Context: an optimization exercise on an open-source flow, tuned for small area, a short achievable clock period and few clock cycles. The choices shown serve that exercise and are no tape-out recipe. In this exercise RTL edits were held to simulation tests only and were not proved equivalent to the original. Power figures rest on the tool's default switching activity, not on a simulated workload.

File: flow/config.mk
export PLATFORM = sky130hd
export DESIGN_NAME = segment_reassembly_engine
export DESIGN_NICKNAME = segment_reassembly_engine
export VERILOG_FILES = /design/flow/design.v
export SDC_FILE = /design/flow/constraint.sdc
export NUM_CORES = 4
export LEC_CHECK = 0
export CAP_MARGIN = 20
export CORE_MARGIN = 2
export CORE_UTILIZATION = 40
export CTS_CLUSTER_DIAMETER = 150
export CTS_CLUSTER_SIZE = 30
export SETUP_SLACK_MARGIN = 5
export SLEW_MARGIN = 20
File: flow/constraint.sdc
create_clock -name core_clock -period 9.0 [get_ports {i_clk}]
set_input_delay 1.8000 -clock core_clock [delete_from_list [all_inputs] [get_ports {i_clk}]]
set_output_delay 1.8000 -clock core_clock [all_outputs]
set_load 0.01 [all_outputs]
File: flow/design.v
package sre_pkg;
    localparam int MAX_SEGMENTS = 1024;
    localparam int HEADER_BYTES = 7;
    localparam int MAP_IDX_W = (MAX_SEGMENTS > 1) ? $clog2(MAX_SEGMENTS) : 1;
    localparam int COUNT_W   = $clog2(MAX_SEGMENTS + 1);
    localparam int POS_W     = 17;
    localparam int ADDR_W    = 26;
    localparam logic [POS_W-1:0] POS_MAX     = {POS_W{1'b1}};
    localparam logic [POS_W-1:0] POS_SEG_HI  = POS_W'(1);
    localparam logic [POS_W-1:0] POS_SEG_LO  = POS_W'(2);
    localparam logic [POS_W-1:0] POS_TOT_HI  = POS_W'(3);
    localparam logic [POS_W-1:0] POS_TOT_LO  = POS_W'(4);
    localparam logic [POS_W-1:0] POS_SIZE_HI = POS_W'(5);
    localparam logic [POS_W-1:0] POS_SIZE_LO = POS_W'(HEADER_BYTES - 1);
    localparam logic [POS_W-1:0] POS_PAYLOAD = POS_W'(HEADER_BYTES);
    typedef struct packed {
        logic [7:0] data_byte;
        logic       frame_start;
    } t_in_word;
    typedef struct packed {
        logic              write_valid;
        logic [ADDR_W-1:0] write_addr;
        logic [7:0]        write_data;
        logic              header_seen;
        logic [15:0]       total_segments;
        logic [3:0]        format_code;
        logic              complete;
        logic              bad_segment;
    } t_out_word;
endpackage
module segment_reassembly_engine (
    input  logic              i_clk,
    input  logic              i_rst_n,
    input  logic              i_cfg_we,
    input  logic [3:0]        i_cfg_data,
    input  logic              i_in_valid,
    output logic              o_in_ready,
    input  logic [8:0]        i_in_word,
    output logic              o_out_valid,
    input  logic              i_out_ready,
    output logic [57:0]       o_out_word
);
    logic        skid_v;       
    logic        in_rdy;       
    logic [8:0]  skid_w;
    logic        h_valid, h_wv, h_bad;
    logic [7:0]  h_data;
    logic [25:0] h_addr;
    logic [3:0]  r_stream;
    logic [2:0]  hp;           
    logic        match;
    logic        acc_en;       
    logic        first;        
    logic        s_big;        
    logic [10:0] s;            
    logic [15:0] r_total;      
    logic [15:0] r_size;
    logic [3:0]  r_format;     
    logic        started;
    logic [10:0] count;        
    logic        r_complete;
    logic [15:0] rem;          
    logic [25:0] acc;
    logic        bad_r, eq0_r, eq1_r;
    logic [4:0]  hst;          
    logic [1:0]  rcnt;         
    logic        busy;
    logic [17:0] size3;        
    logic [17:0] m_r;          
    logic        m_neg;        
    logic        c_sh, c_id, c_cin;    
    logic [1023:0] ring;       
    logic [3:0]  ph;
    logic [3:0]  clr_cnt;
    logic        clr;
    logic        r_hit, r_hv;
    logic        pend_v;
    logic [1:0]  pend_hi;
    logic [8:0]  w;
    logic [7:0]  b;
    logic        fs, avail, go, blk;
    logic [2:0]  hp_n;
    logic        is_p1, is_p2, is_p3, is_p4, is_p5, is_p6, is_pay, wv;
    assign w      = skid_v ? skid_w : i_in_word;
    assign b      = w[8:1];
    assign fs     = w[0];
    assign hp_n   = fs ? 3'd0 : ((hp == 3'd7) ? 3'd7 : hp + 3'd1);
    assign is_p1  = !fs && match && (hp == 3'd0);
    assign is_p2  = !fs && match && (hp == 3'd1);
    assign is_p3  = !fs && match && (hp == 3'd2);
    assign is_p4  = !fs && match && (hp == 3'd3);
    assign is_p5  = !fs && match && (hp == 3'd4);
    assign is_p6  = !fs && match && (hp == 3'd5);
    assign is_pay = !fs && (hp[2:1] == 2'b11);
    assign wv     = is_pay && acc_en && (rem != 16'd0);
    assign o_in_ready = in_rdy;
    assign skid_v     = !in_rdy;
    assign avail      = skid_v | i_in_valid;
    assign blk        = busy | (match & (((hp == 3'd1) & pend_v) | ((hp == 3'd5) & !r_hv)));
    assign go         = !blk & avail & (!h_valid | i_out_ready);
    always_ff @(posedge i_clk) begin
        if (!i_rst_n) in_rdy <= 1'b1;
        else          in_rdy <= !(avail & !go);
        if (!skid_v) skid_w <= i_in_word;
    end
    logic [10:0] cnt_base, cnt_inc;
    logic [15:0] tot_eff;
    logic        newseg, dup;
    assign cnt_base = started ? count : 11'd0;
    assign cnt_inc  = cnt_base + 11'd1;
    assign tot_eff  = started ? r_total : rem;
    always_ff @(posedge i_clk) begin
        bad_r <= s_big || (s == 11'd0) || (s > 11'd1024) || ({5'd0, s} > tot_eff);
        eq0_r <= ({5'd0, cnt_base} == tot_eff);
        eq1_r <= ({5'd0, cnt_inc} == tot_eff);
    end
    logic [63:0]  taps [4];
    logic [63:0]  set_r;
    logic [3:0]   tapsel;
    logic [1:0]   tk;
    logic         tapval, tvalid, ph_now, pend_fire;
    logic [7:0]   row_sel, col_sel;
    genvar gi;
    generate
        for (gi = 0; gi < 64; gi++) begin : g_ring
            assign taps[0][gi] = ring[16*gi];
            assign taps[1][gi] = ring[16*gi+12];
            assign taps[2][gi] = ring[16*gi+8];
            assign taps[3][gi] = ring[16*gi+4];
            assign set_r[gi]   = row_sel[gi/8] & col_sel[gi%8];
            always_ff @(posedge i_clk) begin
                ring[16*gi+15 -: 16] <= {(ring[16*gi] & !clr) | set_r[gi], ring[16*gi+15 -: 15]};
            end
        end
    endgenerate
    assign ph_now    = (ph[1:0] == s[7:6]);
    assign tk        = ph[3:2] - s[9:8];
    assign tapsel    = {taps[3][s[5:0]], taps[2][s[5:0]], taps[1][s[5:0]], taps[0][s[5:0]]};
    assign tvalid    = !clr || ((tk != 2'd0) && (ph[3:2] >= tk));
    assign tapval    = tapsel[tk] & tvalid;
    assign dup       = r_hit;
    assign newseg    = !bad_r && !dup;
    assign pend_fire = pend_v && (ph == {pend_hi, s[7:6]});
    always_comb begin
        row_sel = '0;
        col_sel = '0;
        row_sel[s[5:3]] = pend_fire;
        col_sel[s[2:0]] = 1'b1;
    end
    always_ff @(posedge i_clk) begin
        if (!i_rst_n) begin
            ph      <= 4'd0;
            clr_cnt <= 4'd15;
            clr     <= 1'b1;
            pend_v  <= 1'b0;
        end else begin
            ph <= ph + 4'd1;
            if (clr_cnt != 4'd0) clr_cnt <= clr_cnt - 4'd1;
            else                 clr     <= 1'b0;
            if (go && is_p6 && !bad_r) begin
                pend_v  <= 1'b1;
                pend_hi <= s[9:8];
            end else if (pend_fire) begin
                pend_v  <= 1'b0;
            end
        end
        if (go && is_p2) begin
            r_hv <= 1'b0;
        end else if (ph_now) begin
            r_hv  <= 1'b1;
            r_hit <= tapval;
        end
    end
    logic        match_n, busy_n, started_n, first_n, trig;
    logic [4:0]  hst_n;
    logic [1:0]  rcnt_n;
    assign trig = (go && is_p2) || (rcnt == 2'd1);
    always_comb begin
        match_n   = match;
        busy_n    = busy;
        started_n = started;
        first_n   = first;
        rcnt_n    = (rcnt != 2'd0) ? rcnt - 2'd1 : 2'd0;
        if (go && fs) first_n = 1'b0;
        if (go && is_p6) first_n = newseg;
        if (go && wv) first_n = 1'b0;
        if (go && fs) match_n = (b[7:4] == r_stream);
        if (trig) hst_n = 5'b00001;
        else      hst_n = {hst[3:0], 1'b0};
        if (hst[3]) busy_n = 1'b0;
        if (go && is_p6 && !started) begin
            started_n = 1'b1;
            rcnt_n    = 2'd2;
            busy_n    = 1'b1;
        end
    end
    logic [25:0] op_a, op_b, sum;
    always_ff @(posedge i_clk) size3 <= {2'd0, r_size} + {1'd0, r_size, 1'b0};
    always_comb begin
        op_a = ({26{c_sh}} & {acc[23:0], 2'd0}) | ({26{c_id}} & acc);
        op_b = {{8{m_neg}}, m_r};
    end
    logic [25:0] kg [0:5];
    logic [25:0] kp [0:5];
    always_comb begin
        kg[0] = op_a & op_b;
        kp[0] = op_a ^ op_b;
        kg[0][0] = kg[0][0] | (kp[0][0] & c_cin);
        for (int l = 1; l <= 5; l++) begin
            for (int i = 0; i < 26; i++) begin
                if (i >= (1 << (l - 1))) begin
                    kg[l][i] = kg[l-1][i] | (kp[l-1][i] & kg[l-1][i - (1 << (l - 1))]);
                    kp[l][i] = kp[l-1][i] & kp[l-1][i - (1 << (l - 1))];
                end else begin
                    kg[l][i] = kg[l-1][i];
                    kp[l][i] = kp[l-1][i];
                end
            end
        end
        sum = kp[0] ^ {kg[5][24:0], c_cin};
    end
    logic [1:0]  dig;
    logic [17:0] m_step, m_init;
    logic        n_step_neg;
    function automatic logic [17:0] mult(input logic [1:0] d, input logic [15:0] sz,
                                         input logic [17:0] sz3);
        case (d)
            2'd0:    mult = 18'd0;
            2'd1:    mult = {2'd0, sz};
            2'd2:    mult = {1'd0, sz, 1'b0};
            default: mult = sz3;
        endcase
    endfunction
    always_comb begin
        case (1'b1)
            hst[0]:  dig = s[7:6];
            hst[1]:  dig = s[5:4];
            default: dig = s[3:2];
        endcase
        m_init     = s[10] ? {r_size, 2'b0} : mult(s[9:8], r_size, size3);
        n_step_neg = 1'b0;
        if (hst[3:0] == 4'd0) begin
            m_step = 18'd0;
        end else if (!hst[3]) begin
            m_step = mult(dig, r_size, size3);
        end else begin
            case (s[1:0])
                2'd0:    begin m_step = {2'b11, ~r_size}; n_step_neg = 1'b1; end
                2'd1:    m_step = 18'd0;
                2'd2:    m_step = {2'd0, r_size};
                default: m_step = {1'd0, r_size, 1'b0};
            endcase
        end
    end
    always_ff @(posedge i_clk) begin
        if (!i_rst_n) begin
            r_stream   <= 4'd1;
            hp         <= 3'd0;
            match      <= 1'b0;
            acc_en     <= 1'b0;
            started    <= 1'b0;
            r_total    <= 16'd0;
            r_format   <= 4'd0;
            r_complete <= 1'b0;
            hst        <= 5'd0;
            rcnt       <= 2'd0;
            busy       <= 1'b0;
            h_valid    <= 1'b0;
            first      <= 1'b0;
            c_sh <= 1'b0; c_id <= 1'b1; c_cin <= 1'b1;
            m_r  <= 18'd0; m_neg <= 1'b0;
        end else begin
            if (i_cfg_we) r_stream <= i_cfg_data;
            h_valid <= go | (h_valid & !i_out_ready);
            match   <= match_n;
            rcnt    <= rcnt_n;
            busy    <= busy_n;
            started <= started_n;
            hst     <= hst_n;
            first   <= first_n;
            if (trig) begin
                c_sh <= 1'b0; c_id <= 1'b0; c_cin <= 1'b0;
                m_r  <= m_init; m_neg <= 1'b0;
            end else if (hst[3:0] != 4'd0) begin
                c_sh <= 1'b1; c_id <= 1'b0; c_cin <= n_step_neg;
                m_r  <= m_step; m_neg <= n_step_neg;
            end else begin
                c_sh <= 1'b0; c_id <= 1'b1; c_cin <= !first_n;
                m_r  <= 18'd0; m_neg <= 1'b0;
            end
            if (go) begin
                hp <= hp_n;
                if (fs) acc_en <= 1'b0;
                if (fs && (b[7:4] == r_stream) && !started) count[3:0] <= b[3:0];
                if (is_p1) begin
                    s_big    <= (b[7:3] != 5'd0) || (b[2] && (b[1:0] != 2'd0));
                    s[10:8]  <= b[2:0];
                end
                if (is_p2) s[7:0] <= b;
                if (is_p3 && !started) rem[15:8]    <= b;
                if (is_p4 && !started) rem[7:0]     <= b;
                if (is_p5 && !started) r_size[15:8] <= b;
                if (is_p6) begin
                    if (!started) begin
                        r_size[7:0] <= b;
                        rem         <= {r_size[15:8], b};
                        r_total     <= rem;
                        r_format    <= count[3:0];
                    end else begin
                        rem         <= r_size;
                    end
                    acc_en     <= newseg;
                    count      <= newseg ? cnt_inc : cnt_base;
                    r_complete <= newseg ? eq1_r : eq0_r;
                end
                if (wv) rem <= rem - 16'd1;
                h_wv   <= wv;
                h_data <= wv ? b : 8'd0;
                h_addr <= wv ? sum : 26'd0;
                h_bad  <= is_p6 && bad_r;
            end
            if (hst != 5'd0) begin
                acc <= sum;
            end else if (go && wv) begin
                acc <= sum;
            end
        end
    end
    assign o_out_valid = h_valid;
    assign o_out_word  = {h_wv, h_addr, h_data, started, r_total, r_format,
                          r_complete, h_bad};
endmodule
File: flow/flow/run.sh
#!/bin/bash
# standard layout, with timing repair aiming at a larger setup margin
set -euo pipefail
bash standard.sh SETUP_SLACK_MARGIN=6.0 finish > standard_flow.log 2>&1
File: flow/standard.sh
#!/bin/bash
# synth_recipe.tcl (not shown) runs the flow's synth.tcl, then flattens the netlist and writes it again
# the make line also repeats each setting of config.mk as NAME=value (left out here)
make -C /OpenROAD-flow-scripts/flow DESIGN_CONFIG=/design/flow/config.mk WORK_HOME=/design/flow/orfs CLKGATE_MAP_FILE= SYNTH_SCRIPT=/design/flow/synth_recipe.tcl "${@:-finish}"
==> results by group, run 1 <==
Setup path
  – Max incr delay on CP: ~460 ps
  – Crit path kind: reg -> out
  – Worst r2r path cells: 9
  – Slowest CP cell: edfxtp_1
  – CP endpoint kind: primary output
  – Crit-path cells: buf_2
  – Crit. Startpoint: h_addr[9]$_SDFFCE_PN0P_
  – Buf/Inv on CP: 1
  – Crit-path max FO: 1
  – Critical path arrival: roughly 1300 ps
  – CP required: between 7000 and 8000 ps
  – Reg2Reg Setup Slack: ~6000 ps
  – End point of the critical path: o_out_word[40]
  – Crit path depth: 1
  – R2R Path End: r_hit$_DFFE_PP_
  – Cell family with most CP delay: flip-flops
  – Reg2reg start: s[0]$_DFFE_PP_
  – CP Launch Type: register

Synthesis
  – Synthesized Nets: about 2800
  – Commonest register cell after synthesis: dfxtp_1
  – Synthesized area per cell: between 10 and 15 µm²
  – Register bit total from synthesis: ~1200
  – Synth warn: 4
  – Sequential fraction of the synthesis area: between 70% and 80%
  – Mapped Area: around 37000 µm²
  – FFs w/ async S/R, synth: 0%
  – Number of flops mapped to enable cells by yosys: between 100 and 150
  – Synthesized instance count: ~2700
  – Netlist cell types: 76

CTS
  – CTS tree: yes
  – Hold Buf Count CTS: 0
  – Max Root-Sink Buffers: 3
  – H-tree levels: 2
  – CTS Sinks: about 1200
  – Worst skew pair latency: approximately 660 ps
  – Clock root cell: clkbuf_16
  – CTS Buf Count: between 40 and 50
  – Clk pin slew, worst setup/hold paths: ~120 ps

Placed design
  – Buffers on Ports: slightly below 80
  – Post-placement cell area: a little under 40000 µm²
  – Final HPWL DP: between 50000 and 60000 µm
  – Final GP Congestion: 0.8394

Final layout
  – Final #Nets: slightly below 3000
  – Inserted Diodes: 0
  – Commonest cells after routing, fill and taps aside: dfxtp_1 (1103), nand2_1 (131), edfxtp_1 (120), nor2_1 (118), inv_1 (108)
  – Fill count: approximately 8000
  – Most common cell after layout, fill and taps aside: dfxtp_1
  – Share of cells above drive strength 1: between 15 and 20%
  – Fin area: approximately 41000 µm²
  – Syn-to-layout area delta: 12.47%

Floorplanning
  – I/O pin cnt: 78
  – Die area: 93930 µm²
  – Core area: approximately 90000 µm²
  – Starting density of the core: 40.53%
  – Row cnt: 110
  – Die X: ~300 µm
  – DIE HEIGHT: approximately 310 µm

Routing
  – Vias: 20330
  – Pre-antenna DRT Iters: 7
  – Initial DRC count: around 1400
  – Antenna viol nets, final: 0
  – Total length of routed wires: about 80000 µm
  – Residual DRC: 0
  – WL/cell: 19.56 µm
  – Via/cell ratio: approximately 5

Status
  – Status: timing/DRC/antenna clean

Timing
  – Endpoints failing hold: 0
  – Skew final: 48.25 ps
  – Final count of pins violating max slew: 0
  – Slew Limit Headroom: approximately two fifths
  – RSZ-0062 raised after global routing: true
  – Max Freq: ~320 MHz
  – Slew @ Worst Pin: about 900 ps
  – Fin crit share: ~34%
  – Min Tclk post-route: approximately 3000 ps
  – Final setup viols: 0
  – Setup TNS: 0 ps
  – WHS: ~310 ps

Power
  – Worst vdd ir: about 0.16 mV
  – Pleak: 15.71 nW
  – PwrDens: 202.0 nW/µm²
  – Total power: between 8 and 9 mW

Global route
  – Total track usage: 16.47%
  – Remaining global-route overflow: 0
  – Initial antenna violation count: 0
  – Vias in the first global route: 20120
  – Pin count of the biggest net entering global routing: between 60 and 70
  – First-pass GRT wire length: 120400 µm

Min path
  – HP Class: reg -> reg

Job
  – MaxCap Viol Count: 0
[worst register-to-register path, stage by stage, from the launching register on]
cell,delay [ps]
edfxtp_1,400
buf_12,140
buf_12,120
bufbuf_16,450
mux4_2,570
mux2i_1,260
o22ai_1,140
nor2_1,210
nand3_1,160
a41o_1,300
[report_power, final]
group	internal (mW)	switching, mW
Sequential	5.62	0.00939
Clock	0.989	1.58
Combinational	0.0493	0.0737
Total	6.66	1.66
[how the worst min path moves through the flow]
stage	start	endpoint	slack (ps)	depth (start not counted)
after floorplan	ring[1]$_DFF_P_	ring[0]$_DFF_P_	310	0
after global placement	ring[87]$_DFF_P_	ring[86]$_DFF_P_	310	0
after detailed placement	ring[259]$_DFF_P_	ring[258]$_DFF_P_	310	0
after CTS	ring[511]$_DFF_P_	ring[510]$_DFF_P_	300	0
after global routing	ring[511]$_DFF_P_	ring[510]$_DFF_P_	320	0
final	ring[511]$_DFF_P_	ring[510]$_DFF_P_	310	0
[area by class of cell]
class | instances | area (µm²) | area share, %
Timing Repair Buffer | 192 | 1698 | 4.125
Sequential cell | 1249 | 26270 | 63.82
Inverter | 113 | 437.9 | 1.064
Timing Repair inverter | 2 | 15.01 | 0.03648
Multi-Input combinational cell | 1270 | 9977 | 24.24
Tap cell | 1176 | 1471 | 3.575
Clock buffer | 55 | 1227 | 2.982
Clock inverter | 4 | 63.81 | 0.1550
[layer usage]
metal | part of all wire [%] | up-vias | track usage, %
met4 | 2.1 | 0 | 4.024
met5 | 0 | - | 0
met3 | 3.4 | 114 | 1.790
li1 | - | 9737 | -
met2 | 48 | 439 | 28.17
met1 | 46 | 10040 | 22.36
[cells by family after synthesis]
| group | count (synthesis) | synth area share (%) |
|---|---|---|
| DFF | 1249 | 71.60 |
| adders and majority gates | 74 | 2.591 |
| xor gates and xnor gates | 91 | 2.178 |
| muxes | 180 | 6.831 |
| buffers and inverters | 235 | 2.650 |
| and+or+nand+nor | 457 | 5.986 |
| AOI/OAI and AO/OA | 463 | 8.161 |
[stage by stage]
stage	setup slack, ps	cells	utilization [%]
floorplan	5271	2749	-
global placement	4322	3898	42.74
detailed placement	4213	3898	42.74
CTS	5877	4020	45.00
global route	5877	4061	45.59
finish	5917	4061	45.59
[state kept, by name (all words and copies together) (netlist names), 5 cells and up]
| register | flops |
|---|---|
| rem | 16 |
| r_total | 16 |
| skid_w | 9 |
| acc | 26 |
| hst | 5 |
| count | 11 |
| h_data | 8 |
| ring | 1024 |
| h_addr | 26 |
| r_size | 16 |
| m_r | 18 |
| size3 | 18 |
| s | 11 |
[cell usage after synthesis, types with 22 or more instances]
cell / count / area, µm²
a21oi_1: 93 / 465.5
a22o_1: 23 / 201.4
and2_1: 32 / 200.2
buf_2: 22 / 110.1
clkbuf_1: 80 / 300.3
dfxtp_1: 1129 / 22600
edfxtp_1: 120 / 3603
ha_1: 71 / 888.4
inv_1: 113 / 424.2
mux2_2: 38 / 427.9
mux2i_1: 90 / 900.9
mux4_2: 52 / 1171
nand2_1: 137 / 514.2
nor2_1: 124 / 465.5
nor3_1: 34 / 170.2
o211ai_1: 22 / 165.2
o21ai_0: 82 / 410.4
o22ai_1: 98 / 613.1
xnor2_1: 54 / 473.0
xor2_1: 37 / 324.1
[timing repair]
item	CTS	global route
buffers inserted	52	39
cloned	11	2
gates resized for setup	357	44
pin swaps	16	11
setup endpoints to repair	359	162
Testbench counts, summed over its fixed seeds: cycles 102,197.
==> run 2: changes to the inputs <==
--- a/flow/config.mk
+++ b/flow/config.mk
@@ -14 +14,2 @@
 export SLEW_MARGIN = 20
+export TNS_END_PERCENT = 30
==> results by group, run 2 <==
Placed design
  – Post-placement cell area: 38540 µm² (was 38580 µm²)
  – Buffers on Ports: 77 (unchanged)
  – Place WS: 4209 ps (was 4213 ps)
  – Final GP Congestion: 0.8714 (was 0.8394)
  – Final HPWL DP: 50820 µm (was 50400 µm)
  – Placed Instances: 3897 (was 3898)

CTS
  – CTS Sinks: 1249 (unchanged)
  – Clock root cell: clkbuf_16 (unchanged)
  – Worst skew pair latency: 640 ps (was 660 ps)
  – H-tree levels: 2 (unchanged)
  – CTS tree: yes (unchanged)
  – CTS Buf Count: 47 (unchanged)
  – Max Root-Sink Buffers: 3 (unchanged)
  – Clk pin slew, worst setup/hold paths: 120 ps (about the same)

Final layout
  – Syn-to-layout area delta: 11.76% (was 12.47%)
  – Largest registers: ring: 1024 flops, acc: 26 flops, h_addr: 26 flops (unchanged)
  – Share of cells above drive strength 1: 13.04% (was 15.08%)
  – Top reg by flops: ring (unchanged)
  – Inserted Diodes: 0 (unchanged)
  – Final #Nets: 2928 (was 2967)
  – Commonest cells after routing, fill and taps aside: dfxtp_1 (1105), nand2_1 (125), edfxtp_1 (120), nor2_1 (119), inv_1 (108) (was dfxtp_1 (1103), nand2_1 (131), edfxtp_1 (120), nor2_1 (118), inv_1 (108))
  – Layout Cells excl Fill: 4022 (was 4061)
  – Max reg flops: 1024 (unchanged)
  – Most common cell after layout, fill and taps aside: dfxtp_1 (unchanged)
  – Fin area: 40900 µm² (was 41160 µm²)

Global route
  – First-pass GRT wire length: 120800 µm (was 120400 µm)
  – Vias in the first global route: 20260 (was 20120)
  – Total track usage: 16.49% (was 16.47%)
  – Initial antenna violation count: 0 (unchanged)
  – Pin count of the biggest net entering global routing: 68 (unchanged)
  – Remaining global-route overflow: 0 (unchanged)

Setup path
  – Crit-path cells: clkdlybuf4s15_1 (was buf_2)
  – Max incr delay on CP: 390 ps (was 460 ps)
  – Cell family with most CP delay: flip-flops (unchanged)
  – CP required: 7200 ps (about the same)
  – Crit path kind: reg -> out (unchanged)
  – Slowest CP cell: dfxtp_1 (was edfxtp_1)
  – Buf/Inv on CP: 1 (unchanged)
  – Critical path arrival: 1280 ps (about the same)
  – Crit-path max FO: 3 (was 1)
  – CP endpoint kind: primary output (unchanged)
  – CP Launch Type: register (unchanged)

Power
  – Flop pwr share: 67.6% (was 67.7%)
  – Worst vdd ir: 0.1743 mV (was 0.1580 mV)
  – Internal power: 6.659 mW (was 6.658 mW)
  – PwrDens: 203.7 nW/µm² (was 202.0 nW/µm²)
  – Combinational Power Share: 1.4% (was 1.5%)
  – Net Sw Frac: 20.07% (was 19.94%)
  – Switching pwr: 1.672 mW (was 1.658 mW)
  – Clock Power Share: 31.0% (was 30.8%)
  – Pleak: 15.47 nW (was 15.71 nW)

Synthesis
  – Synthesized Nets: 2841 (unchanged)
  – Biggest area consumer among synthesized cells: dfxtp_1 (unchanged)
  – Commonest register cell after synthesis: dfxtp_1 (unchanged)
  – Netlist cell types: 76 (unchanged)
  – Number of flops mapped to enable cells by yosys: 120 (unchanged)
  – FFs w/ async S/R, synth: 0% (unchanged)
  – Synth top area cells: dfxtp_1 (62%), edfxtp_1 (9.8%), mux4_2 (3.2%), mux2i_1 (2.5%), ha_1 (2.4%) (unchanged)
  – Synthesized instance count: 2749 (unchanged)
  – Top-count cell post-synth: dfxtp_1 (unchanged)
  – Top post-synthesis cells by count: dfxtp_1 (1129), nand2_1 (137), nor2_1 (124), edfxtp_1 (120), inv_1 (113) (unchanged)
  – Sequential fraction of the synthesis area: 71.60% (unchanged)
  – Synth warn: 4 (unchanged)
  – Top-area cell type share of the netlist area: 61.76% (unchanged)
  – Mapped Area: 36600 µm² (unchanged)
  – Register bit total from synthesis: 1249 (unchanged)
  – Synthesized area per cell: 13.31 µm² (unchanged)

Timing
  – WHS: 321.8 ps (was 311.9 ps)
  – Min Tclk post-route: 3079 ps (was 3083 ps)
  – Final count of pins violating max slew: 0 (unchanged)
  – Fin crit share: 34.22% (was 34.26%)
  – Slew @ Worst Pin: 1077 ps (was 898.5 ps)
  – Skew final: 20.24 ps (was 48.25 ps)
  – Final worst slack: 5921 ps (was 5917 ps)
  – Max Freq: 324.7 MHz (was 324.4 MHz)
  – Final setup viols: 0 (unchanged)
  – Slew Limit Headroom: 28.07% (was 39.88%)
  – Setup TNS: 0 ps (unchanged)
  – RSZ-0062 raised after global routing: true (unchanged)
  – Endpoints failing hold: 0 (unchanged)

Routing
  – Pre-antenna DRT Iters: 7 (unchanged)
  – Via/cell ratio: 4.971 (was 5.007)
  – WL/cell: 19.81 µm (was 19.56 µm)
  – Antenna viol nets, final: 0 (unchanged)
  – Total length of routed wires: 79680 µm (was 79410 µm)
  – Residual DRC: 0 (unchanged)
  – Vias: 20000 (was 20330)
  – Initial DRC count: 1264 (was 1409)

Floorplanning
  – DIE HEIGHT: 306.5 µm (unchanged)
  – Core area: 90290 µm² (unchanged)
  – Starting density of the core: 40.53% (unchanged)
  – I/O pin cnt: 78 (unchanged)
  – Die X: 306.5 µm (unchanged)
  – Row cnt: 110 (unchanged)
  – Die area: 93930 µm² (unchanged)

Job
  – MaxCap Viol Count: 0 (unchanged)

Status
  – Status: timing/DRC/antenna clean (unchanged)

Min path
  – HP Class: reg -> reg (unchanged)
## run 2: metrics by stage
step	utilization, %	total power, mW
3_3_place_gp	42.68	5.866
3_5_place_dp	42.68	5.867
4_1_cts	44.99	8.400
6_report	45.30	8.331
2_1_floorplan	-	5.817
5_1_grt	45.30	8.610
## run 2: cells by family (layout without fill, tap and decap cells)
kind of cell    count (synthesis)  after routing  share of synthesized area (%)
compound gates                463            463                          8.161
fa+ha+maj                      74             74                          2.591
flops                        1249           1249                          71.60
xor+xnor                       91             91                          2.178
buf+inv                       235            327                          2.650
simple gates                  457            462                          5.986
mux                           180            180                          6.831
## run 2: what timing repair did
item / in CTS / in global routing
setup buffers: 32 / 20
hold buffers: 0 / 0
setup endpoints to repair: 358 / 210
pin swaps: 11 / 11
cloned: 11 / 3
gates resized for setup: 256 / 68
## run 2: final cells by class
cell class,instances,area (µm²)
fill,8005,49380
sequential,1249,26260
multi-input combinational,1270,9916
timing repair buffer,152,1489
tap,1176,1471
clock buffer,56,1231
inverter,113,442.9
clock inverter,3,66.31
timing repair inverter,3,22.52
## run 2: final timing paths
kind | slack, ps | endpoint | from | depth (start not counted)
setup reg to reg | 6020 | bad_r$_DFF_P_ | started$_SDFFE_PN0P_ | 12
hold reg to reg | 320 | ring[338]$_DFF_P_ | ring[339]$_DFF_P_ | 0
hold / removal | 320 | ring[338]$_DFF_P_ | ring[339]$_DFF_P_ | 0
setup / recovery | 5920 | o_out_word[18] | r_total[12]$_SDFFE_PN0N_ | 1
## run 2: power groups by stage
stage | sequential (mW) | combinational [mW] | clock [mW]
6_report | 5.63 | 0.118 | 2.58
5_1_grt | 5.63 | 0.127 | 2.85
4_1_cts | 5.63 | 0.117 | 2.65
3_5_place_dp | 5.76 | 0.105 | 0
3_3_place_gp | 5.76 | 0.104 | 0
2_1_floorplan | 5.76 | 0.0561 | 0
## run 2: layer usage
| metal | global-route usage, % | part of all wire [%] | up-vias |
|---|---|---|---|
| met3 | 1.694 | 3.3 | 91 |
| li1 | - | - | 9663 |
| met1 | 22.36 | 47 | 9866 |
| met5 | 0 | 0 | - |
| met2 | 28.22 | 48 | 375 |
| met4 | 4.218 | 2.0 | 0 |
==> run 3: changes to the inputs <==
==> flow/flow/run.sh (replaced) <==
#!/bin/bash
# standard layout, with timing repair aiming at a larger setup margin
set -euo pipefail
bash standard.sh SETUP_SLACK_MARGIN=5.85 finish > standard_flow.log 2>&1
--- a/flow/config.mk
+++ b/flow/config.mk
@@ -14,2 +14 @@
 export SLEW_MARGIN = 20
-export TNS_END_PERCENT = 30
==> results by group, run 3 <==
Status
  – Status: timing/DRC/antenna clean (unchanged)

Timing
  – Slew @ Worst Pin: 934.6 ps (was 1077 ps)
  – Min Tclk post-route: 3125 ps (was 3079 ps)
  – Fin crit share: 34.72% (was 34.22%)
  – Max Freq: 320.0 MHz (was 324.7 MHz)
  – Final setup viols: 0 (unchanged)
  – WHS: 319.5 ps (was 321.8 ps)
  – Final count of pins violating max slew: 0 (unchanged)
  – Slew Limit Headroom: 37.46% (was 28.07%)
  – Setup TNS: 0 ps (unchanged)
  – Endpoints failing hold: 0 (unchanged)
  – RSZ-0062 raised after global routing: false (was true)
  – Skew final: 19.71 ps (was 20.24 ps)

Floorplanning
  – Core area: 90290 µm² (unchanged)
  – Starting density of the core: 40.53% (unchanged)
  – I/O pin cnt: 78 (unchanged)
  – DIE HEIGHT: 306.5 µm (unchanged)
  – Die X: 306.5 µm (unchanged)
  – Die area: 93930 µm² (unchanged)
  – Row cnt: 110 (unchanged)

Setup path
  – Slowest CP cell: o21ai_2 (was dfxtp_1)
  – Critical path arrival: 3480 ps (was 1280 ps)
  – CP endpoint kind: register (was primary output)
  – Reg2reg start: c_id$_SDFF_PN1_ (was started$_SDFFE_PN0P_)
  – Crit. Startpoint: i_in_valid (was r_total[12]$_SDFFE_PN0N_)
  – Crit-path max FO: 5 (was 3)
  – Worst r2r path cells: 10 (was 12)
  – Buf/Inv on CP: 3 (was 1)
  – Crit path kind: in -> reg (was reg -> out)
  – CP Launch Type: input port (was register)
  – CP required: 9360 ps (was 7200 ps)
  – Max incr delay on CP: 300 ps (was 390 ps)
  – End point of the critical path: count[1]$_DFFE_PP_ (was o_out_word[18])
  – Crit-path cells: clkdlybuf4s15_2 -> nor2b_4 -> a311oi_4 -> and2b_2 -> buf_12 -> nand2_8 -> clkinvlp_4 -> nand4_1 -> o21ai_2 (was clkdlybuf4s15_1)
  – R2R Path End: h_addr[24]$_SDFFCE_PN0P_ (was bad_r$_DFF_P_)
  – Crit path depth: 9 (was 1)
  – Cell family with most CP delay: simple AND/OR/NAND/NOR gates (was flip-flops)
  – Reg2Reg Setup Slack: 5950 ps (was 6020 ps)

Routing
  – Antenna viol nets, final: 0 (unchanged)
  – Via/cell ratio: 5.003 (was 4.971)
  – Initial DRC count: 1286 (was 1264)
  – Vias: 20150 (was 20000)
  – Total length of routed wires: 78670 µm (was 79680 µm)
  – Pre-antenna DRT Iters: 7 (unchanged)
  – Residual DRC: 0 (unchanged)
  – WL/cell: 19.53 µm (was 19.81 µm)

Synthesis
  – Synthesized instance count: 2749 (unchanged)
  – Top-area cell type share of the netlist area: 61.76% (unchanged)
  – Synth warn: 4 (unchanged)
  – Register bit total from synthesis: 1249 (unchanged)
  – Top-count cell post-synth: dfxtp_1 (unchanged)
  – Number of flops mapped to enable cells by yosys: 120 (unchanged)
  – Synthesized Nets: 2841 (unchanged)
  – Synthesized area per cell: 13.31 µm² (unchanged)
  – Commonest register cell after synthesis: dfxtp_1 (unchanged)
  – Biggest area consumer among synthesized cells: dfxtp_1 (unchanged)
  – Sequential fraction of the synthesis area: 71.60% (unchanged)
  – Synth top area cells: dfxtp_1 (62%), edfxtp_1 (9.8%), mux4_2 (3.2%), mux2i_1 (2.5%), ha_1 (2.4%) (unchanged)
  – FFs w/ async S/R, synth: 0% (unchanged)
  – Top post-synthesis cells by count: dfxtp_1 (1129), nand2_1 (137), nor2_1 (124), edfxtp_1 (120), inv_1 (113) (unchanged)
  – Mapped Area: 36600 µm² (unchanged)
  – Netlist cell types: 76 (unchanged)

Global route
  – Initial antenna violation count: 1 (was 0)
  – Pin count of the biggest net entering global routing: 68 (unchanged)
  – Remaining global-route overflow: 0 (unchanged)
  – Vias in the first global route: 20190 (was 20260)
  – Total track usage: 16.24% (was 16.49%)
  – First-pass GRT wire length: 119500 µm (was 120800 µm)

Power
  – PwrDens: 204.2 nW/µm² (was 203.7 nW/µm²)
  – Combinational Power Share: 1.5% (was 1.4%)
  – Flop pwr share: 67.5% (was 67.6%)
  – Total power: 8.347 mW (was 8.331 mW)
  – Net Sw Frac: 20.11% (was 20.07%)
  – Internal power: 6.669 mW (was 6.659 mW)
  – Clock Power Share: 31.0% (about the same)
  – Worst vdd ir: 0.1380 mV (was 0.1743 mV)
  – Pleak: 15.49 nW (was 15.47 nW)
  – Switching pwr: 1.678 mW (was 1.672 mW)

CTS
  – CTS tree: yes (unchanged)
  – Clock root cell: clkbuf_16 (unchanged)
  – Hold Buf Count CTS: 0 (unchanged)
  – Max Root-Sink Buffers: 3 (unchanged)
  – CTS Sinks: 1249 (unchanged)
  – H-tree levels: 2 (unchanged)
  – Worst skew pair latency: 650 ps (was 640 ps)
  – CTS Buf Count: 47 (unchanged)
  – Clk pin slew, worst setup/hold paths: 120 ps (about the same)

Job
  – MaxCap Viol Count: 0 (unchanged)

Final layout
  – Register area: 26250 µm² (was 26260 µm²)
  – Top reg by flops: ring (unchanged)
  – Fill count: 8010 (was 8005)
  – Inserted Diodes: 0 (unchanged)
  – Most common cell after layout, fill and taps aside: dfxtp_1 (unchanged)
  – Syn-to-layout area delta: 11.67% (was 11.76%)
  – Commonest cells after routing, fill and taps aside: dfxtp_1 (1112), nand2_1 (132), edfxtp_1 (120), nor2_1 (118), inv_1 (109) (was dfxtp_1 (1105), nand2_1 (125), edfxtp_1 (120), nor2_1 (119), inv_1 (108))
  – Multi-input gate area: 9886 µm² (was 9916 µm²)
  – Max reg flops: 1024 (unchanged)
  – Final #Nets: 2932 (was 2928)
  – Layout Cells excl Fill: 4028 (was 4022)
  – Share of cells above drive strength 1: 12.03% (was 13.04%)
  – Largest registers: ring: 1024 flops, acc: 26 flops, h_addr: 26 flops (unchanged)

Min path
  – Hold path startpoint: ring[322]$_DFF_P_ (was ring[339]$_DFF_P_)
  – HP Class: reg -> reg (unchanged)

Placed design
  – Final HPWL DP: 50590 µm (was 50820 µm)
  – Buffers on Ports: 77 (unchanged)
  – Final GP Congestion: 0.8749 (was 0.8714)
  – Placed Instances: 3898 (was 3897)
==> run 3: timing repair <==
action | 4_1_cts | 5_1_grt
resized for setup | 204 | 64
setup endpoints to repair | 350 | 156
hold endpoints to repair | 0 | 0
buffers inserted | 33 | 22
pin swaps | 7 | 15
cloned | 8 | 6
==> run 3: power groups by stage <==
stage / Combinational [mW] / Sequential, mW / Clock [mW]
finish: 0.128 / 5.63 / 2.59
global route: 0.137 / 5.63 / 2.87
CTS: 0.119 / 5.63 / 2.67
detailed placement: 0.106 / 5.76 / 0
global placement: 0.105 / 5.76 / 0
floorplan: 0.0562 / 5.76 / 0
==> run 3: routing by layer <==
| layer | track usage (%) | part of all wire (%) | up-vias |
|---|---|---|---|
| li1 | - | - | 9669 |
| met1 | 22.02 | 46 | 9984 |
| met2 | 27.52 | 48 | 402 |
| met4 | 4.024 | 2.2 | 0 |
| met3 | 2.122 | 4.0 | 96 |
| met5 | 0 | 0 | - |
==> run 3: metrics by stage <==
stage          worst slack, ps  utilization [%]  instance area (µm²)
3_3_place_gp              4307            42.70                38550
6_report                  5875            45.26                40870
3_5_place_dp              4234            42.70                38550
2_1_floorplan             5271                -                36740
4_1_cts                   5712            44.79                40440
5_1_grt                   5840            45.26                40870
==> run 3: final cells by class <==
cell class              instances  area share, %
flip-flops and latches       1249          64.23
multi-input cells            1271          24.19
repair buffers                155          3.652
well taps                    1176          3.600
clock buffers                  58          3.031
inverters                     113          1.075
clock inverters                 3         0.1623
repair inverters                3        0.05511
==> run 3: cell families (layout without fill, tap and decap cells) <==
kind of cell	count (synthesis)	in the layout	synth area share [%]
xor gates and xnor gates	91	91	2.178
and+or+nand+nor	457	463	5.986
buffers and inverters	235	332	2.650
muxes	180	180	6.831
DFF	1249	1249	71.60
AOI/OAI and AO/OA	463	463	8.161
adders and majority gates	74	74	2.591
==> run 3: how the worst min path moves through the flow <==
stage	end	slack [ps]	cells after the start
global placement	ring[1001]$_DFF_P_	310	0
global route	ring[716]$_DFF_P_	330	0
finish	ring[321]$_DFF_P_	320	0
floorplan	ring[0]$_DFF_P_	310	0
detailed placement	ring[645]$_DFF_P_	310	0
CTS	ring[58]$_DFF_P_	330	0
==> run 4: changes to the inputs <==
==> flow/flow/run.sh (replaced) <==
#!/bin/bash
# standard layout, with timing repair aiming at a larger setup margin
set -euo pipefail
bash standard.sh SETUP_SLACK_MARGIN=6.15 finish > standard_flow.log 2>&1
==> results by group, run 4 <==
Synthesis
  – FFs w/ async S/R, synth: 0% (unchanged)
  – Synthesized Nets: 2841 (unchanged)
  – Top-count cell post-synth: dfxtp_1 (unchanged)
  – Top-area cell type share of the netlist area: 61.76% (unchanged)
  – Simple-Gate Fraction of Synth Area: 5.986% (unchanged)
  – Number of flops mapped to enable cells by yosys: 120 (unchanged)
  – Register bit total from synthesis: 1249 (unchanged)
  – Sequential fraction of the synthesis area: 71.60% (unchanged)
  – Biggest area consumer among synthesized cells: dfxtp_1 (unchanged)
  – Fraction of synthesized area in multiplexers: 6.831% (unchanged)
  – Top post-synthesis cells by count: dfxtp_1 (1129), nand2_1 (137), nor2_1 (124), edfxtp_1 (120), inv_1 (113) (unchanged)
  – Compound-Gate Fraction of Synth Area: 8.161% (unchanged)
  – Synthesized area per cell: 13.31 µm² (unchanged)
  – Synthesized instance count: 2749 (unchanged)
  – Post-Synth Adder-Cell Area: 2.591% (unchanged)
  – Commonest register cell after synthesis: dfxtp_1 (unchanged)
  – Netlist cell types: 76 (unchanged)
  – Synth top area cells: dfxtp_1 (62%), edfxtp_1 (9.8%), mux4_2 (3.2%), mux2i_1 (2.5%), ha_1 (2.4%) (unchanged)
  – Mapped Area: 36600 µm² (unchanged)
  – Synth warn: 4 (unchanged)
  – Area share of xor/xnor cells in the synthesized design: 2.178% (unchanged)
  – Largest family of logic cells by synthesized area: compound AO/OA/AOI/OAI gates (unchanged)

Status
  – Status: timing/DRC/antenna clean (unchanged)

Global route
  – Total track usage: 16.80% (was 16.24%)
  – Initial antenna violation count: 0 (was 1)
  – First-pass GRT wire length: 123000 µm (was 119500 µm)
  – Vias in the first global route: 20910 (was 20190)
  – Remaining global-route overflow: 0 (unchanged)
  – Pin count of the biggest net entering global routing: 68 (unchanged)

Power
  – Flop pwr share: 67.5% (about the same)
  – Internal power: 6.670 mW (was 6.669 mW)
  – Worst vdd ir: 0.1581 mV (was 0.1380 mV)
  – Pleak: 16.11 nW (was 15.49 nW)
  – PwrDens: 197.6 nW/µm² (was 204.2 nW/µm²)
  – Net Sw Frac: 20.02% (was 20.11%)
  – Combinational Power Share: 1.6% (was 1.5%)
  – Switching pwr: 1.670 mW (was 1.678 mW)
  – Clock Power Share: 30.9% (was 31.0%)

Floorplanning
  – Starting density of the core: 40.53% (unchanged)
  – DIE HEIGHT: 306.5 µm (unchanged)
  – Core area: 90290 µm² (unchanged)
  – I/O pin cnt: 78 (unchanged)
  – Die X: 306.5 µm (unchanged)
  – Die area: 93930 µm² (unchanged)
  – Row cnt: 110 (unchanged)

CTS
  – Hold Buf Count CTS: 0 (unchanged)
  – CTS Buf Count: 47 (unchanged)
  – CTS tree: yes (unchanged)
  – Clk pin slew, worst setup/hold paths: 120 ps (about the same)
  – Clock root cell: clkbuf_16 (unchanged)
  – Worst skew pair latency: 640 ps (was 650 ps)
  – CTS Sinks: 1249 (unchanged)
  – Max Root-Sink Buffers: 3 (unchanged)
  – H-tree levels: 2 (unchanged)

Setup path
  – CP required: 7200 ps (was 9360 ps)
  – Slowest CP cell: edfxtp_1 (was o21ai_2)
  – CP Launch Type: register (was input port)
  – CP endpoint kind: primary output (was register)
  – Critical path arrival: 1260 ps (was 3480 ps)
  – Crit-path max FO: 1 (was 5)
  – Crit-path cells: buf_2 (was clkdlybuf4s15_2 -> nor2b_4 -> a311oi_4 -> and2b_2 -> buf_12 -> nand2_8 -> clkinvlp_4 -> nand4_1 -> o21ai_2)
  – Cell family with most CP delay: flip-flops (was simple AND/OR/NAND/NOR gates)
  – Crit path kind: reg -> out (was in -> reg)
  – Crit path depth: 1 (was 9)
  – Buf/Inv on CP: 1 (was 3)
  – Worst r2r path cells: 12 (was 10)
  – Max incr delay on CP: 450 ps (was 300 ps)

Final layout
  – Largest registers: ring: 1024 flops, acc: 26 flops, h_addr: 26 flops (unchanged)
  – Share of cells above drive strength 1: 18.63% (was 12.03%)
  – Top reg by flops: ring (unchanged)
  – Max reg flops: 1024 (unchanged)
  – Syn-to-layout area delta: 15.31% (was 11.67%)
  – Fill count: 7918 (was 8010)
  – Final #Nets: 3013 (was 2932)
  – Inserted Diodes: 0 (unchanged)
  – Register area: 26280 µm² (was 26250 µm²)
  – Final core occ: 46.74% (was 45.26%)
  – Commonest cells after routing, fill and taps aside: dfxtp_1 (1102), nand2_1 (129), buf_4 (125), edfxtp_1 (120), nor2_1 (113) (was dfxtp_1 (1112), nand2_1 (132), edfxtp_1 (120), nor2_1 (118), inv_1 (109))
  – Fin area: 42200 µm² (was 40870 µm²)
  – Multi-input gate area: 10440 µm² (was 9886 µm²)
  – Layout Cells excl Fill: 4107 (was 4028)
  – Most common cell after layout, fill and taps aside: dfxtp_1 (unchanged)

Timing
  – Setup TNS: 0 ps (unchanged)
  – Max Freq: 326.3 MHz (was 320.0 MHz)
  – RSZ-0062 raised after global routing: true (was false)
  – Final setup viols: 0 (unchanged)
  – Skew final: 25.09 ps (was 19.71 ps)
  – Slew @ Worst Pin: 1052 ps (was 934.6 ps)
  – Fin crit share: 34.05% (was 34.72%)
  – Slew Limit Headroom: 29.71% (was 37.46%)
  – Min Tclk post-route: 3064 ps (was 3125 ps)
  – Endpoints failing hold: 0 (unchanged)
  – Final count of pins violating max slew: 0 (unchanged)

Routing
  – Antenna viol nets, final: 0 (unchanged)
  – Via/cell ratio: 4.996 (was 5.003)
  – Pre-antenna DRT Iters: 7 (unchanged)
  – Total length of routed wires: 80760 µm (was 78670 µm)
  – Initial DRC count: 1342 (was 1286)
  – WL/cell: 19.66 µm (was 19.53 µm)
  – Vias: 20520 (was 20150)
  – Residual DRC: 0 (unchanged)

Min path
  – HP Class: reg -> reg (unchanged)
  – Worst hold stages: 0 (unchanged)

Placed design
  – Placed Instances: 3898 (unchanged)
  – Final HPWL DP: 50670 µm (was 50590 µm)
  – Post-placement cell area: 38610 µm² (was 38550 µm²)
  – Buffers on Ports: 77 (unchanged)
  – Final GP Congestion: 0.8485 (was 0.8749)

Job
  – MaxCap Viol Count: 0 (unchanged)
run 4: cell types whose count changed in the layout (fill, tap and decap cells not counted), moves of 9 or more:
cell             change
ha_1                 -9
clkdlybuf4s15_1     -33
dfxtp_1             -10
mux2i_2             +10
buf_4               +67
buf_2               +26
mux2i_1             -13
buf_12              +13
buf_6               +25
run 4: per-stage QoR:
stage | power, mW | hold slack (ps) | setup slack [ps]
6_report | 8.340 | 317.0 | 5936
2_1_floorplan | 5.818 | 309.6 | 5271
4_1_cts | 8.404 | 324.6 | 5863
3_5_place_dp | 5.869 | 312.1 | 4253
3_3_place_gp | 5.868 | 309.6 | 4304
5_1_grt | 8.628 | 328.4 | 5881
run 4: path summary, 6_finish.rpt:
kind	startpoint	end	slack, ps
max	h_addr[9]$_SDFFCE_PN0P_	o_out_word[40]	5940
min reg2reg	ring[258]$_DFF_P_	ring[257]$_DFF_P_	320
min	ring[258]$_DFF_P_	ring[257]$_DFF_P_	320
max reg2reg	acc[0]$_DFFE_PP_	h_addr[24]$_SDFFCE_PN0P_	6080
run 4: cell type report:
cell class                 instances  area share (%)
sequential                      1249           62.26
multi-input combinational       1270           24.73
timing repair buffer             238           5.360
tap                             1176           3.487
clock buffer                      56           2.917
inverter                         113           1.047
clock inverter                     3          0.1571
timing repair inverter             2         0.03558
run 4: power groups by stage:
stage	Clock (mW)	Combinational, mW	Sequential [mW]
2_1_floorplan	0	0.0575	5.76
3_3_place_gp	0	0.106	5.76
3_5_place_dp	0	0.108	5.76
4_1_cts	2.64	0.131	5.63
5_1_grt	2.85	0.146	5.63
6_report	2.57	0.137	5.63
run 4: cell families after synthesis:
logic type | count (synthesis)
and+or+nand+nor | 457
AOI/OAI and AO/OA | 463
adders and majority gates | 74
buffers and inverters | 235
xor gates and xnor gates | 91
DFF | 1249
muxes | 180
run 4: repair_timing:
action                                  in CTS  in global routing
pin swaps                                   32                 43
endpoints found under the setup margin     372                167
cloned                                      12                  0
buffers inserted                            99                 39
resized for setup                          443                 84
run 4: per-layer routing:
metal,global-route usage (%),wire length (µm),vias up
met5,0,0,-
met4,3.922,1479,0
met3,1.998,2916,90
met2,29.21,39800,406
met1,22.36,36560,10180
li1,-,-,9844

-- re-timing with driven ports --
The results above use ideal ports. As a check the final layouts listed here were re-extracted and re-timed, cells and wires unchanged. Step 1, drivers: a clkbuf_16 drives i_clk and a buf_2 each remaining input, both assumed. Step 2 moves the port delays by t, midway between the first and last clock arrival at a register: inputs arrive t later, outputs are due t later. That takes back most of the time a late clock gives input paths. Three values: ideal, step 1, step 2; two values: the first two.
run | t, ns | setup WS [ns] | worst setup path after step 2 | slew at the worst register clock pin (ns) | worst slew at a driven data input, ns
run 1 | 0.701 | 5.917 / 5.853 / 5.329 | input to register | 0.12 / 0.12 | 0.04
run 2 | 0.685 | 5.921 / 5.860 / 5.322 | input to register | 0.12 / 0.12 | 0.04
run 3 | 0.706 | 5.875 / 5.829 / 5.213 | input to register | 0.12 / 0.12 | 0.04
run 4 | 0.697 | 5.936 / 5.871 / 5.484 | input to register | 0.12 / 0.12 | 0.04
After both steps setup and hold are still met in every run listed. The setup slack of run 3, which loses most, moves by -0.046 ns with the drivers and by -0.662 ns with both steps.
